This design comes from an exercise in tuning for small area, a short achievable clock period and few clock cycles per item on the open sky130 flow, not from production work. In this exercise RTL edits were held to simulation tests only and were not proved equivalent to the original. Power is estimated from default activity; no workload was simulated.

// dequant_quant_top
module dequant_quant_top (
    input  logic        clk,
    input  logic        rst_n,
    input  logic        activate,
    input  logic [24:0] up_cfg,
    input  logic [24:0] down_cfg,
    input  logic        rcv_valid,
    input  logic [32:0] rcv_beat,
    output logic        rcv_ready,
    output logic        deq_valid,
    output logic [15:0] deq_data,
    input  logic        deq_ready,
    input  logic        q_valid,
    input  logic [15:0] q_data,
    output logic        q_ready,
    output logic        trm_valid,
    output logic [32:0] trm_beat,
    input  logic        trm_ready
);
    logic        run;
    logic [3:0]  up_bw;
    logic [3:0]  dn_bw;
    logic [4:0]  dn_lo;
    logic        qz_sat;
    logic        qz_zero;
    logic        ext_valid;
    logic [7:0]  ext_value;
    logic        ext_ready;
    logic [11:0] dq_half;
    logic [11:0] out_half;
    logic [7:0]  qz_value;
    dq_config cfg0 (
        .clk(clk), .rst_n(rst_n), .activate(activate),
        .up_cfg_in(up_cfg), .down_cfg_in(down_cfg),
        .up_bw(up_bw), .dn_bw(dn_bw), .dn_lo(dn_lo),
        .run(run)
    );
    bit_extractor ext0 (
        .clk(clk), .run(run), .activate(activate), .bw(up_bw), .num_in(up_cfg[15:0]),
        .in_valid(rcv_valid), .in_data(rcv_beat[32:1]), .in_ready(rcv_ready),
        .out_valid(ext_valid), .out_value(ext_value), .out_ready(ext_ready)
    );
  ...
==> flow/config.mk <==
export PLATFORM = sky130hd
export DESIGN_NAME = dequant_quant_top
export DESIGN_NICKNAME = dequant_quant_top
export VERILOG_FILES = /design/flow/design.v
export SDC_FILE = /design/flow/constraint.sdc
export NUM_CORES = 4
export LEC_CHECK = 0
export CAP_MARGIN = 20
export CORE_MARGIN = 2
export CORE_UTILIZATION = 60
export SLEW_MARGIN = 20
export TNS_END_PERCENT = 30
==> flow/constraint.sdc <==
create_clock -name core_clock -period 9.0 [get_ports {clk}]
set_input_delay 1.8000 -clock core_clock [delete_from_list [all_inputs] [get_ports {clk}]]
set_output_delay 1.8000 -clock core_clock [all_outputs]
set_load 0.01 [all_outputs]
standard.sh (not shown) runs the stock make flow with config.mk's settings and CLKGATE_MAP_FILE= SYNTH_SCRIPT=/design/flow/synth_recipe.tcl, a recipe that flattens the netlist after the stock synthesis.
==> flow/flow/run.sh <==
#!/bin/bash
# The standard layout, with buf_1 port buffers, a tighter repair target and
# a clock tree without dummy loads.
export BUFFER_PORTS_ARGS="-buffer_cell sky130_fd_sc_hd__buf_1"
export SETUP_SLACK_MARGIN=6.2
export CTS_ARGS="-sink_clustering_enable -repair_clock_nets -dont_use_dummy_load -buf_list {sky130_fd_sc_hd__clkbuf_4 sky130_fd_sc_hd__clkbuf_8} -sink_clustering_size 20 -sink_clustering_max_diameter 60"
bash standard.sh > standard.log 2>&1
Testbench counts at the start, summed over its fixed seeds: cycles 67,917, items 74,830.
Then changed:
==> flow/flow/run.sh (replaced) <==
#!/bin/bash
# The standard layout, with buf_1 port buffers, a tighter repair target and
# a clock tree without dummy loads.
export BUFFER_PORTS_ARGS="-buffer_cell sky130_fd_sc_hd__buf_1"
export SETUP_SLACK_MARGIN=6.2
export CTS_ARGS="-sink_clustering_enable -repair_clock_nets -dont_use_dummy_load -buf_list {sky130_fd_sc_hd__clkbuf_4 sky130_fd_sc_hd__clkbuf_8} -sink_clustering_size 18 -sink_clustering_max_diameter 50"

bash standard.sh > standard.log 2>&1
- PLACE_DENSITY: not set -> 0.75
- TNS_END_PERCENT: 30 -> 20
The changed run completed without violations.
Flip-flop and latch count does not change.
Core utilization is higher by 0.75 points.
Final cell count increases by about 0.37%.
Sequential share of layout area is lower by 0.53 points.
Then changed:
==> flow/flow/run.sh (replaced) <==
#!/bin/bash
# The standard layout, with buf_1 port buffers, a tighter repair target and
# a clock tree without dummy loads.
export BUFFER_PORTS_ARGS="-buffer_cell sky130_fd_sc_hd__buf_1"
export SETUP_SLACK_MARGIN=6.5
export CTS_ARGS="-sink_clustering_enable -repair_clock_nets -dont_use_dummy_load -buf_list {sky130_fd_sc_hd__clkbuf_4 sky130_fd_sc_hd__clkbuf_8} -sink_clustering_size 20 -sink_clustering_max_diameter 60"
bash standard.sh > standard.log 2>&1
- PLACE_DENSITY: 0.75 -> not set
The new run finished with timing, DRC and antenna clean.
Cell area went up by 3.5%.
Worst setup slack is better by 0.012 ns.
Via count went up by 1.2%.
Die area does not change.
Global-route usage grows by 0.97 points.
Area after synthesis does not change.
Then changed:
==> flow/flow/run.sh (replaced) <==
#!/bin/bash
# The standard layout, with buf_1 port buffers, a tighter repair target and
# a clock tree without dummy loads.
export BUFFER_PORTS_ARGS="-buffer_cell sky130_fd_sc_hd__buf_1"
export SETUP_SLACK_MARGIN=6.2
export CTS_ARGS="-sink_clustering_enable -repair_clock_nets -dont_use_dummy_load -buf_list {sky130_fd_sc_hd__clkbuf_4 sky130_fd_sc_hd__clkbuf_8} -sink_clustering_size 20 -sink_clustering_max_diameter 60"
bash standard.sh > standard.log 2>&1
- TNS_END_PERCENT: 20 -> 15
Result: The new run completed without violations; synthesized cell count stays the same; first-iteration DRC count climbs by 3.3%; die area does not change; cell area went down by 5.1%; global-route usage came out lower by 1.3 points.

---

dequant_quant_top, a different RTL version from the one above (not shown whole).
Size: ~1,000 cells after synthesis, about 11,000 sq um of cells after synthesis.
// dequant_quant_top
module dequant_quant_top (
    input  logic        clk,
    input  logic        rst_n,
    input  logic        activate,
    input  logic [24:0] up_cfg,
    input  logic [24:0] down_cfg,
    input  logic        rcv_valid,
    input  logic [32:0] rcv_beat,
    output logic        rcv_ready,
    output logic        deq_valid,
    output logic [15:0] deq_data,
    input  logic        deq_ready,
    input  logic        q_valid,
    input  logic [15:0] q_data,
    output logic        q_ready,
    output logic        trm_valid,
    output logic [32:0] trm_beat,
    input  logic        trm_ready
);
Settings: LEC_CHECK=0, CAP_MARGIN=20, CORE_MARGIN=2, CORE_UTILIZATION=60, SLEW_MARGIN=20; clock period 9.0 ns.
==> flow/flow/run.sh <==
#!/bin/bash
# The standard layout, with buf_1 port buffers, a tighter repair target and
# a clock tree without dummy loads.
export BUFFER_PORTS_ARGS="-buffer_cell sky130_fd_sc_hd__buf_1"
export SETUP_SLACK_MARGIN=6.2
export CTS_ARGS="-sink_clustering_enable -repair_clock_nets -dont_use_dummy_load -buf_list {sky130_fd_sc_hd__clkbuf_4} -sink_clustering_size 12 -sink_clustering_max_diameter 40"
bash standard.sh > standard.log 2>&1
The baseline produced a clean layout.
Testbench counts at the start, summed over its fixed seeds: cycles 67,917, items 74,830.
Change:
--- a/flow/flow/run.sh
+++ b/flow/flow/run.sh
@@ -6 +6 @@
-export CTS_ARGS="-sink_clustering_enable -repair_clock_nets -dont_use_dummy_load -buf_list {sky130_fd_sc_hd__clkbuf_4} -sink_clustering_size 12 -sink_clustering_max_diameter 40"
+export CTS_ARGS="-sink_clustering_enable -repair_clock_nets -dont_use_dummy_load -buf_list {sky130_fd_sc_hd__clkbuf_8} -sink_clustering_size 16 -sink_clustering_max_diameter 50"
Effect: The new run went through all stages and came out clean. Design area is higher by 1.5%. Flip-flop and latch count does not change. Utilization rises by 1.0 points. Routed wire length goes up by about 0.9%. Final cell count barely changes. Setup slack is better by 92 ps. Synthesized area stays the same.

---

dequant_quant_top, a different RTL version from the one above (not shown whole).
For scale: roughly 1,200 cells after synthesis, about 220 flip-flops, about 160 I/O pins, about 13,000 um2 of cells after synthesis.
// dequant_quant_top
module dequant_quant_top (
    input  logic        clk,
    input  logic        rst_n,
    input  logic        activate,
    input  logic [24:0] up_cfg,
    input  logic [24:0] down_cfg,
    input  logic        rcv_valid,
    input  logic [32:0] rcv_beat,
    output logic        rcv_ready,
    output logic        deq_valid,
    output logic [15:0] deq_data,
    input  logic        deq_ready,
    input  logic        q_valid,
    input  logic [15:0] q_data,
    output logic        q_ready,
    output logic        trm_valid,
    output logic [32:0] trm_beat,
    input  logic        trm_ready
);
    logic        run;
    logic [3:0]  up_bw;
    logic [4:0]  up_base;
    logic [3:0]  dn_bw;
    logic [4:0]  dn_lo;
    logic        ext_valid;
    logic [7:0]  ext_value;
    logic        ext_ready;
    logic [11:0] dq_half;
    logic [11:0] out_half;
    logic [7:0]  qz_value;
    dq_config cfg0 (
        .clk(clk), .rst_n(rst_n), .activate(activate),
        .up_cfg_in(up_cfg), .down_cfg_in(down_cfg),
        .up_bw(up_bw), .up_base(up_base), .dn_bw(dn_bw), .dn_lo(dn_lo),
        .run(run)
    );
    bit_extractor ext0 (
        .clk(clk), .run(run), .activate(activate), .bw(up_bw), .num_in(up_cfg[15:0]),
        .in_valid(rcv_valid), .in_data(rcv_beat[32:1]), .in_ready(rcv_ready),
        .out_valid(ext_valid), .out_value(ext_value), .out_ready(ext_ready)
    );
    dequantizer deq0 (.base(up_base), .in_value(ext_value), .out_half(dq_half));
    stream_fifo #(.WIDTH(12)) up_out (
        .clk(clk), .run(run),
        .wr_valid(ext_valid), .wr_data(dq_half), .wr_ready(ext_ready),
        .rd_valid(deq_valid), .rd_data(out_half), .rd_ready(deq_ready)
    );
    assign deq_data = {1'b0, out_half, 3'b000};
  ...
==> flow/config.mk <==
export PLATFORM = sky130hd
export DESIGN_NAME = dequant_quant_top
export DESIGN_NICKNAME = dequant_quant_top
export VERILOG_FILES = /design/flow/design.v
export SDC_FILE = /design/flow/constraint.sdc
export NUM_CORES = 4
export LEC_CHECK = 0
export CAP_MARGIN = 20
export CORE_MARGIN = 2
export CORE_UTILIZATION = 60
export CTS_BUF_LIST = sky130_fd_sc_hd__clkbuf_4 sky130_fd_sc_hd__clkbuf_8
export CTS_CLUSTER_SIZE = 20
export SLEW_MARGIN = 20
==> flow/constraint.sdc <==
create_clock -name core_clock -period 9.0 [get_ports {clk}]
set_input_delay 1.8000 -clock core_clock [delete_from_list [all_inputs] [get_ports {clk}]]
set_output_delay 1.8000 -clock core_clock [all_outputs]
set_load 0.01 [all_outputs]
==> flow/flow/run.sh <==
#!/bin/bash
# The standard layout, with buf_1 port buffers and a tighter repair target.
export BUFFER_PORTS_ARGS="-buffer_cell sky130_fd_sc_hd__buf_1"
export SETUP_SLACK_MARGIN=6.2
bash standard.sh > standard.log 2>&1
The baseline passed the timing, DRC and antenna checks.
Testbench counts at the start, summed over its fixed seeds: cycles 67,574, items 74,830.
Then changed:
==> flow/flow/run.sh (replaced) <==
#!/bin/bash
# The standard layout, with buf_1 port buffers and a tighter repair target.
export BUFFER_PORTS_ARGS="-buffer_cell sky130_fd_sc_hd__buf_1"
export SETUP_SLACK_MARGIN=0
bash standard.sh > standard.log 2>&1
--- a/flow/config.mk
+++ b/flow/config.mk
@@ -8,6 +8,4 @@
 export CAP_MARGIN = 20
 export CORE_MARGIN = 2
-export CORE_UTILIZATION = 60
-export CTS_BUF_LIST = sky130_fd_sc_hd__clkbuf_4 sky130_fd_sc_hd__clkbuf_8
-export CTS_CLUSTER_SIZE = 20
+export CORE_UTILIZATION = 40
 export SLEW_MARGIN = 20
Outcome: Wire length rose by 2.2%; die area climbs by 49%; setup slack degrades by 0.81 ns; utilization came out lower by 25 points; global-route usage is lower by 8.1 points; hold slack gets worse by 0.0057 ns; fmax goes down by 22%.
Then changed:
==> flow/flow/run.sh (replaced) <==
#!/bin/bash
# The standard layout, with buf_1 port buffers and a tighter repair target.
export BUFFER_PORTS_ARGS="-buffer_cell sky130_fd_sc_hd__buf_1"
export SETUP_SLACK_MARGIN=6.2
bash standard.sh > standard.log 2>&1
Clock-buffer cell count increases by 2. Design area increases by a few percent. Core utilization increases by 2.0 points. Worst setup slack is better by 0.72 ns.
Then changed:
==> flow/flow/run.sh (replaced) <==
#!/bin/bash
# The standard layout, with buf_1 port buffers, a tighter repair target and
# a clock tree without dummy loads.
export BUFFER_PORTS_ARGS="-buffer_cell sky130_fd_sc_hd__buf_1"
export SETUP_SLACK_MARGIN=6.2
export CTS_ARGS="-sink_clustering_enable -repair_clock_nets -dont_use_dummy_load -buf_list {sky130_fd_sc_hd__clkbuf_4 sky130_fd_sc_hd__clkbuf_8} -sink_clustering_size 20 -sink_clustering_max_diameter 60"
bash standard.sh > standard.log 2>&1
--- a/flow/config.mk
+++ b/flow/config.mk
@@ -8,4 +8,4 @@
 export CAP_MARGIN = 20
 export CORE_MARGIN = 2
-export CORE_UTILIZATION = 40
+export CORE_UTILIZATION = 60
 export SLEW_MARGIN = 20
Outcome:
- cell area came out lower by 5.5%
- wire length came out lower by about 10%
- combinational power came out lower by about 3%
- register-to-register slack gains 0.11 ns
- sequential power hardly moves
- non-clock buffer count came out lower by 2
Then changed:
==> flow/flow/run.sh (replaced) <==
#!/bin/bash
# The standard layout, with buf_1 port buffers, a tighter repair target and
# a clock tree without dummy loads.
export BUFFER_PORTS_ARGS="-buffer_cell sky130_fd_sc_hd__buf_1"
export SETUP_SLACK_MARGIN=6.2
export CTS_ARGS="-sink_clustering_enable -repair_clock_nets -dont_use_dummy_load -buf_list {sky130_fd_sc_hd__clkbuf_8} -sink_clustering_size 16 -sink_clustering_max_diameter 50"
bash standard.sh > standard.log 2>&1
Result:
- The changed run finished clean
- clock-buffer cell count grows by 8
- setup slack got worse by 0.020 ns
- die area is unchanged
- power rose by about 4.6%
- utilization went up by 0.68 points
- via count grows by 0.66%
- first-iteration DRC count goes up by about 9%
- clock skew came out lower by 0.0044 ns
- global-route usage stays flat
- worst hold slack got worse by 0.027 ns

---

== wip/raven ==
RTL: one of the versions met above, not the one the previous note started from.
Size: ~1000 cells after synthesis, roughly 160 I/O pins, roughly 11000 µm² of cells after synthesis.
clock: 9.0 ns
lec_check: 0
cap_margin: 20
core_margin: 2
core_utilization: 75
slew_margin: 20
==> flow/flow/run.sh <==
#!/bin/bash
# The standard layout, with buf_1 port buffers, a tighter repair target and
# a clock tree without dummy loads.
export BUFFER_PORTS_ARGS="-buffer_cell sky130_fd_sc_hd__buf_1"
export SETUP_SLACK_MARGIN=6.2
export CTS_ARGS="-sink_clustering_enable -repair_clock_nets -dont_use_dummy_load -buf_list {sky130_fd_sc_hd__clkbuf_4 sky130_fd_sc_hd__clkbuf_8} -sink_clustering_size 16 -sink_clustering_max_diameter 45"
bash standard.sh > standard.log 2>&1
The final layout from wip/raven, which completed every stage, passed the timing, DRC and antenna checks at the end of the flow.
Testbench counts of wip/raven, summed over its fixed seeds: cycles 67,917, items 74,830.
Input changes introduced in wip/xenon (baseline for comparison: wip/raven):
==> flow/flow/run.sh <==
#!/bin/bash
# The standard layout, with buf_1 port buffers, a tighter repair target and
# a clock tree without dummy loads.
export BUFFER_PORTS_ARGS="-buffer_cell sky130_fd_sc_hd__buf_1"
export SETUP_SLACK_MARGIN=6.2
export CTS_ARGS="-sink_clustering_enable -repair_clock_nets -dont_use_dummy_load -buf_list {sky130_fd_sc_hd__clkbuf_4 sky130_fd_sc_hd__clkbuf_8} -sink_clustering_size 20 -sink_clustering_max_diameter 60"
bash standard.sh > standard.log 2>&1
wip/xenon against wip/raven: wire length on met1 +about 1%; core utilization -0.50 points; final-stage net count -about 0.38%; register-to-register slack +160 ps. The proportion of total power due to net switching on wip/raven is in line with that on wip/xenon. wip/xenon closes out successfully: all stages finished, all timing, DRC and antenna checks passed. Cmp wip/raven and wip/xenon / total power / higher: wip/raven. In wip/xenon the total of plain and repair buffers excluding clock buffers turned out 1.8% higher than in wip/raven. wip/xenon against wip/raven: post-route standard cell area excluding fillers shows a reduction of 0.58%; fmax up 1.8%; leakage power total decreased by 0.61% relative to the old numbers.
Inputs modified between wip/xenon and wip/ember:
# wip/xenon
export LEC_CHECK = 0
export CAP_MARGIN = 20
export CORE_MARGIN = 2
export CORE_UTILIZATION = 75
export SLEW_MARGIN = 20
create_clock -name core_clock -period 9.0 [get_ports {clk}]
# wip/ember
export LEC_CHECK = 0
export CAP_MARGIN = 20
export CORE_MARGIN = 2
export CORE_UTILIZATION = 60
export SLEW_MARGIN = 20
create_clock -name core_clock -period 9.0 [get_ports {clk}]
--- outcome ---
Fraction of power consumed by the clock network: wip/ember vs wip/xenon up 1.1 points
Route | wip/ember vs wip/xenon | wire shorter in wip/ember
Sequential cell fraction of total power is lower on wip/ember
On minimum period implied by the final worst setup slack, wip/ember does better than wip/xenon.
Status: signed area change from the synthesized netlist to the final layout parity (wip/ember, wip/xenon)
Clock transition at the registers of the reported paths of wip/ember is on par with wip/xenon.
wip/ember vs wip/xenon: number of non-clock inverters down by a few percent
Relative to wip/xenon, the cell count measured on wip/ember has increased by a few percent.
On largest vdd supply drop, wip/xenon beats wip/ember.
### wip/ember -> wip/sierra
==> flow/flow/run.sh <==
#!/bin/bash
# The standard layout, with buf_1 port buffers, a tighter repair target and
# a clock tree without dummy loads.
export BUFFER_PORTS_ARGS="-buffer_cell sky130_fd_sc_hd__buf_1"
export SETUP_SLACK_MARGIN=6.2
export CTS_ARGS="-sink_clustering_enable -repair_clock_nets -dont_use_dummy_load -buf_list {sky130_fd_sc_hd__clkbuf_4} -sink_clustering_size 10 -sink_clustering_max_diameter 30"
bash standard.sh > standard.log 2>&1
### Flow results
End point of the critical path: trm_beat[29] -> wip/ember, trm_beat[17] -> wip/sierra
Summary of wip/sierra over wip/ember: sequential share of cell area moved down; cell area after layout now sits higher; flip-flop and latch count after synthesis level; total power climbed 0.063 mW; largest stage delay on the critical path went down by 30 ps.
NOTE: total routing usage reported by global routing in wip/sierra exceeds that of wip/ember
Against wip/ember, wip/sierra comes in 4.9% higher on switching power of the nets.
The higher wire length came out of wip/sierra.
Between wip/ember and wip/sierra, the final clock period utilization by the worst path is higher for wip/sierra.
Measured slew at the worst slew-check pin: wip/ember vs wip/sierra — no meaningful difference
In the flow results for wip/ember and wip/sierra, the worst hold slack is larger on wip/ember.

## what the ideal ports hide
Ports are ideal in the flow. The routed layouts listed here were re-timed in OpenROAD. Step 1 assumes that a clkbuf_16 drives the clock port and a buf_2 every other input. Step 2, shift: input delay + t, output delay - t, t = (earliest + latest rising clock arrival at the registers) / 2. This alone moves slack from input paths to output paths. a / b / c = ideal ports / drivers / drivers and shift; a / b = the first two.
run	t (ns)	slack for setup (ns)	hold WS [ns]	latest minus earliest clock arrival (ns)	worst register clock-pin slew, ns
the first run of note 1	0.540	6.129 / 6.088 / 5.646	0.405 / 0.405 / 0.405	0.064 / 0.063	0.11 / 0.11
the second run of note 1	0.567	6.101 / 6.061 / 5.625	0.378 / 0.378 / 0.378	0.057 / 0.058	0.10 / 0.10
the third run of note 1	0.549	6.113 / 6.072 / 5.648	0.430 / 0.430 / 0.430	0.050 / 0.050	0.11 / 0.11
the fourth run of note 1	0.534	6.137 / 6.105 / 5.624	0.443 / 0.443 / 0.443	0.039 / 0.039	0.12 / 0.12
the first run of note 2	0.641	6.022 / 5.982 / 5.664	0.422 / 0.422 / 0.422	0.079 / 0.079	0.11 / 0.11
the second run of note 2	0.577	6.114 / 6.070 / 5.596	0.414 / 0.414 / 0.414	0.057 / 0.057	0.10 / 0.10
the first run of note 3	0.577	6.081 / 6.038 / 5.492	0.434 / 0.434 / 0.434	0.025 / 0.025	0.07 / 0.07
the second run of note 3	0.585	5.267 / 5.292 / 4.707	0.428 / 0.428 / 0.428	0.016 / 0.016	0.06 / 0.06
the third run of note 3	0.616	5.984 / 5.946 / 5.377	0.434 / 0.434 / 0.434	0.020 / 0.020	0.06 / 0.06
the fourth run of note 3	0.561	6.037 / 5.992 / 5.482	0.401 / 0.401 / 0.401	0.069 / 0.070	0.11 / 0.11
the fifth run of note 3	0.595	6.017 / 5.974 / 5.471	0.374 / 0.374 / 0.374	0.061 / 0.061	0.09 / 0.09
wip/raven	0.557	6.044 / 6.006 / 5.609	0.419 / 0.419 / 0.419	0.106 / 0.106	0.10 / 0.10
wip/xenon	0.526	6.096 / 6.058 / 5.674	0.446 / 0.446 / 0.446	0.041 / 0.041	0.11 / 0.11
wip/ember	0.547	6.112 / 6.068 / 5.706	0.434 / 0.434 / 0.434	0.080 / 0.080	0.12 / 0.12
wip/sierra	0.649	5.997 / 5.957 / 5.632	0.389 / 0.389 / 0.389	0.121 / 0.122	0.10 / 0.10
After both steps setup and hold are still met in every run listed. For the third run of note 3, which loses most, drivers alone change the setup slack by -0.038 ns; drivers and shift together by -0.607 ns.
